Source: an optimization exercise on an open RTL-to-GDS flow (aim: small area). Production flows keep margins and buffers that such runs may drop. Function was checked by simulation only, so behaviour that the tests miss may differ from the original. No activity file was given, so power comes from the tool's default toggle rates.

## old
==> module coef_bank_ram, before the edit <==
module coef_bank_ram
#(
  parameter int DATA_W = coef_bank_loader_pkg::COEF_W_DEF,
  parameter int DEPTH  = coef_bank_loader_pkg::NUM_TAPS_DEF
) (
  input  logic [DEPTH*DATA_W-1:0] words_i,
  input  logic [DEPTH-1:0]        sel_i,
  output logic [DATA_W-1:0]       data_o
);
  localparam int NG = (DEPTH + 2) / 3;
  logic [3*NG*DATA_W-1:0] words_p;
  logic [3*NG-1:0]        sel_p;
  assign words_p = {{(3*NG-DEPTH)*DATA_W{1'b0}}, words_i};
  assign sel_p   = {{(3*NG-DEPTH){1'b0}}, sel_i};
  for (genvar b = 0; b < DATA_W; b++) begin : g_bit
    logic [NG-1:0] grp_n;
    for (genvar g = 0; g < NG; g++) begin : g_grp
      coef_bank_aoi222 u_aoi (
        .d   ({words_p[(3*g+2)*DATA_W+b], words_p[(3*g+1)*DATA_W+b], words_p[(3*g)*DATA_W+b]}),
        .sel (sel_p[3*g +: 3]),
        .y   (grp_n[g])
      );
    end
    assign data_o[b] = ~&grp_n;
  end
endmodule
==> module coef_bank_loader, before the edit <==
module coef_bank_loader
#(
  parameter int COEF_W   = coef_bank_loader_pkg::COEF_W_DEF,
  parameter int NUM_TAPS = coef_bank_loader_pkg::NUM_TAPS_DEF,
  parameter int ADDR_W   = coef_bank_loader_pkg::ADDR_W_DEF
) (
  input  logic              clock,
  input  logic              reset_n,
  input  logic              start,
  input  logic              abort,
  input  logic              sample_tick,
  input  logic              fifo_empty,
  output logic              fifo_read,
  input  logic [COEF_W-1:0] fifo_readdata,
  input  logic [ADDR_W-1:0] coef_rd_addr,
  output logic [COEF_W-1:0] coef_rd_data,
  output logic              busy,
  output logic              swap_pending,
  output logic              bank_sel,
  output logic              load_done
);
  localparam int CNT_W = ADDR_W + 1;
  localparam int NBITS = NUM_TAPS * COEF_W;
  logic              busy_q, pend_q, bank_sel_q, vld_q, rd_ok_q;
  logic              rd_vld_q, copy_q, pol_shd_q, pol_act_q;
  logic              wr_q, wr_hold_q, cp_hold_q;
  logic [COEF_W-1:0] wr_data_q;
  logic [CNT_W-1:0]  issued_q;
  logic [ADDR_W-1:0] rd_addr_q;
  logic [NBITS-1:0]  shd_q, act_q, shd_src, act_src;
  logic              loading, wr_en, full;
  logic [NUM_TAPS-1:0] rd_sel;
  logic [COEF_W-1:0] rd_word;
  assign loading   = busy_q && !pend_q && !abort;
  assign full      = issued_q[ADDR_W] && !rd_vld_q;
  assign fifo_read = loading && !fifo_empty && !issued_q[ADDR_W];
  assign wr_en     = loading && rd_vld_q;
  assign load_done = pend_q && !abort && sample_tick;
  always_ff @(posedge clock or negedge reset_n) begin
    if (!reset_n) begin
      busy_q     <= 1'b0;
      pend_q     <= 1'b0;
      bank_sel_q <= 1'b0;
      vld_q      <= 1'b0;
      rd_ok_q    <= 1'b0;
    end else begin
      if (!busy_q) busy_q <= start && !abort;
      else         busy_q <= !abort && !load_done;
      pend_q     <= pend_q ? (!abort && !sample_tick) : (loading && full);
      bank_sel_q <= bank_sel_q ^ load_done;
      vld_q      <= vld_q || load_done;
      rd_ok_q    <= vld_q;
    end
  end
  always_ff @(posedge clock) begin
    rd_vld_q  <= fifo_read;
    rd_addr_q <= coef_rd_addr;
    copy_q    <= load_done;
    cp_hold_q <= !load_done;
    wr_q      <= wr_en;
    wr_hold_q <= !wr_en;
    wr_data_q <= fifo_readdata;
    if (!busy_q)        issued_q <= '0;
    else if (fifo_read) issued_q <= issued_q + 1'b1;
    pol_shd_q <= wr_q   ? pol_shd_q : !pol_shd_q;
    pol_act_q <= copy_q ? pol_shd_q : !pol_act_q;
    shd_q     <= ~((shd_src & {NBITS{wr_q}})   | (shd_q & {NBITS{wr_hold_q}}));
    act_q     <= ~((act_src & {NBITS{copy_q}}) | (act_q & {NBITS{cp_hold_q}}));
  end
  assign shd_src[COEF_W-1:0] = wr_data_q ^ {COEF_W{!pol_shd_q}};
  assign shd_src[NBITS-1:COEF_W] = shd_q[NBITS-COEF_W-1:0];
  for (genvar k = 0; k < NUM_TAPS; k++) begin : g_word
    assign act_src[k*COEF_W +: COEF_W] = shd_q[(NUM_TAPS-1-k)*COEF_W +: COEF_W];
  end
  for (genvar k = 0; k < NUM_TAPS; k++) begin : g_sel
    assign rd_sel[k] = (rd_addr_q == ADDR_W'(k));
  end
  coef_bank_ram #(
    .DATA_W (COEF_W),
    .DEPTH  (NUM_TAPS)
  ) u_rdmux (
    .words_i (act_q),
    .sel_i   (rd_sel),
    .data_o  (rd_word)
  );
  assign coef_rd_data = rd_ok_q ? (rd_word ^ {COEF_W{pol_act_q ^ rd_addr_q[0]}}) : '0;
  assign busy         = busy_q;
  assign swap_pending = pend_q;
  assign bank_sel     = bank_sel_q;
endmodule
clock: 10.0 ns
lec_check: 0
cap_margin: 20
core_margin: 2
core_utilization: 65
slew_margin: 20
synth_hierarchical: 1
synth_memory_max_bits: 8192
standard.sh (not shown) runs the stock make flow with config.mk's settings and CLKGATE_MAP_FILE= SYNTH_SCRIPT=/design/flow/synth_recipe.tcl, a recipe that flattens the netlist after the stock synthesis.
==> flow/flow/run.sh <==
#!/bin/bash
# The standard layout, with the clock tree built from large clusters of clkbuf_16 leaf
# buffers and without CTS dummy loads. Each tool's output goes to the ORFS logs under orfs/;
# make's own output goes to flow_make.log here.
set -euo pipefail
CTS="-sink_clustering_enable -repair_clock_nets -dont_use_dummy_load"
CTS="$CTS -buf_list sky130_fd_sc_hd__clkbuf_16 -sink_clustering_size 30 -sink_clustering_max_diameter 60"
bash standard.sh "CTS_ARGS=$CTS" finish > flow_make.log 2>&1
Setup changes, old to new
--- a/flow/design.v
+++ b/flow/design.v
@@ -6,6 +6,13 @@
 module coef_bank_aoi222 (
   input  logic [2:0] d,
   input  logic [2:0] sel,
+  output logic       y
+);
+  assign y = ~|(d & sel);
+endmodule
+module coef_bank_aoi22 (
+  input  logic [1:0] d,
+  input  logic [1:0] sel,
   output logic       y
 );
   assign y = ~|(d & sel);
@@ -19,19 +26,25 @@
   input  logic [DEPTH-1:0]        sel_i,
   output logic [DATA_W-1:0]       data_o
 );
-  localparam int NG = (DEPTH + 2) / 3;
-  logic [3*NG*DATA_W-1:0] words_p;
-  logic [3*NG-1:0]        sel_p;
-  assign words_p = {{(3*NG-DEPTH)*DATA_W{1'b0}}, words_i};
-  assign sel_p   = {{(3*NG-DEPTH){1'b0}}, sel_i};
+  localparam int NG3 = DEPTH / 3;
+  localparam int NG  = (DEPTH + 2) / 3;
   for (genvar b = 0; b < DATA_W; b++) begin : g_bit
     logic [NG-1:0] grp_n;
-    for (genvar g = 0; g < NG; g++) begin : g_grp
+    for (genvar g = 0; g < NG3; g++) begin : g_grp
       coef_bank_aoi222 u_aoi (
-        .d   ({words_p[(3*g+2)*DATA_W+b], words_p[(3*g+1)*DATA_W+b], words_p[(3*g)*DATA_W+b]}),
-        .sel (sel_p[3*g +: 3]),
+        .d   ({words_i[(3*g+2)*DATA_W+b], words_i[(3*g+1)*DATA_W+b], words_i[(3*g)*DATA_W+b]}),
+        .sel (sel_i[3*g +: 3]),
         .y   (grp_n[g])
       );
+    end
+    if (DEPTH % 3 == 2) begin : g_last2
+      coef_bank_aoi22 u_aoi (
+        .d   ({words_i[(DEPTH-1)*DATA_W+b], words_i[(DEPTH-2)*DATA_W+b]}),
+        .sel (sel_i[DEPTH-1 -: 2]),
+        .y   (grp_n[NG-1])
+      );
+    end else if (DEPTH % 3 == 1) begin : g_last1
+      assign grp_n[NG-1] = ~(words_i[(DEPTH-1)*DATA_W+b] & sel_i[DEPTH-1]);
     end
     assign data_o[b] = ~&grp_n;
   end
@@ -102,8 +115,8 @@
     else if (fifo_read) issued_q <= issued_q + 1'b1;
     pol_shd_q <= wr_q   ? pol_shd_q : !pol_shd_q;
     pol_act_q <= copy_q ? pol_shd_q : !pol_act_q;
-    shd_q     <= ~((shd_src & {NBITS{wr_q}})   | (shd_q & {NBITS{wr_hold_q}}));
-    act_q     <= ~((act_src & {NBITS{copy_q}}) | (act_q & {NBITS{cp_hold_q}}));
+    shd_q     <= ~((shd_src | {NBITS{wr_hold_q}}) & (shd_q | {NBITS{wr_q}}));
+    act_q     <= ~((act_src | {NBITS{cp_hold_q}}) & (act_q | {NBITS{copy_q}}));
   end
   assign shd_src[COEF_W-1:0] = wr_data_q ^ {COEF_W{!pol_shd_q}};
   assign shd_src[NBITS-1:COEF_W] = shd_q[NBITS-COEF_W-1:0];
--- outcome ---
Going from old to new, number of signal-net buffers in the layout decreased 11; overall global routing resource usage increased 0.34 points; cell count after placement decreased about 1.4%; first-pass GRT wire length decreased 2.4%. Worst hold slack: higher on old. Summary of the comparison: sequential share of layout area is higher in new, relative to old. Taking old as the reference, in new measured slew at the worst slew-check pin ~0 delta; routed via count divided by cell count went up 0.53%; share of power burned in the clock network now larger; amount of wire on met3 after detailed routing lost 2.2%. [new vs old] part of the cycle the worst path needs: lower in new. Wire length reported by the detailed router of new falls short of that of old by a few percent.

## separate check: timing with driven ports
The flow's constraints put no driver on any port. The routed layouts listed below were extracted and timed again, unchanged, in two steps.
Step 1 (the two cells are an assumption about what drives the block):
set clk [get_ports {clock}]
set_driving_cell -lib_cell sky130_fd_sc_hd__clkbuf_16 $clk
set_driving_cell -lib_cell sky130_fd_sc_hd__buf_2 [delete_from_list [all_inputs] $clk]
Step 2 times the ports against the registers' clock, not the clock port: input delays grow and output delays shrink by t, the midpoint of the rising clock arrivals with the driver on.
a / b / c = ideal ports / drivers / drivers and shift; a / b = the first two.
| run | shift t [ns] | setup WS [ns] | worst hold slack (ns) | worst slew at a driven data input, ns |
|---|---|---|---|---|
| old | 0.951 | 1.556 / 1.468 / 2.419 | 0.382 / 0.382 / 0.382 | 0.07 |
| new | 0.940 | 1.865 / 1.777 / 2.717 | 0.369 / 0.369 / 0.369 | 0.04 |
After both steps setup and hold are still met in every run listed.
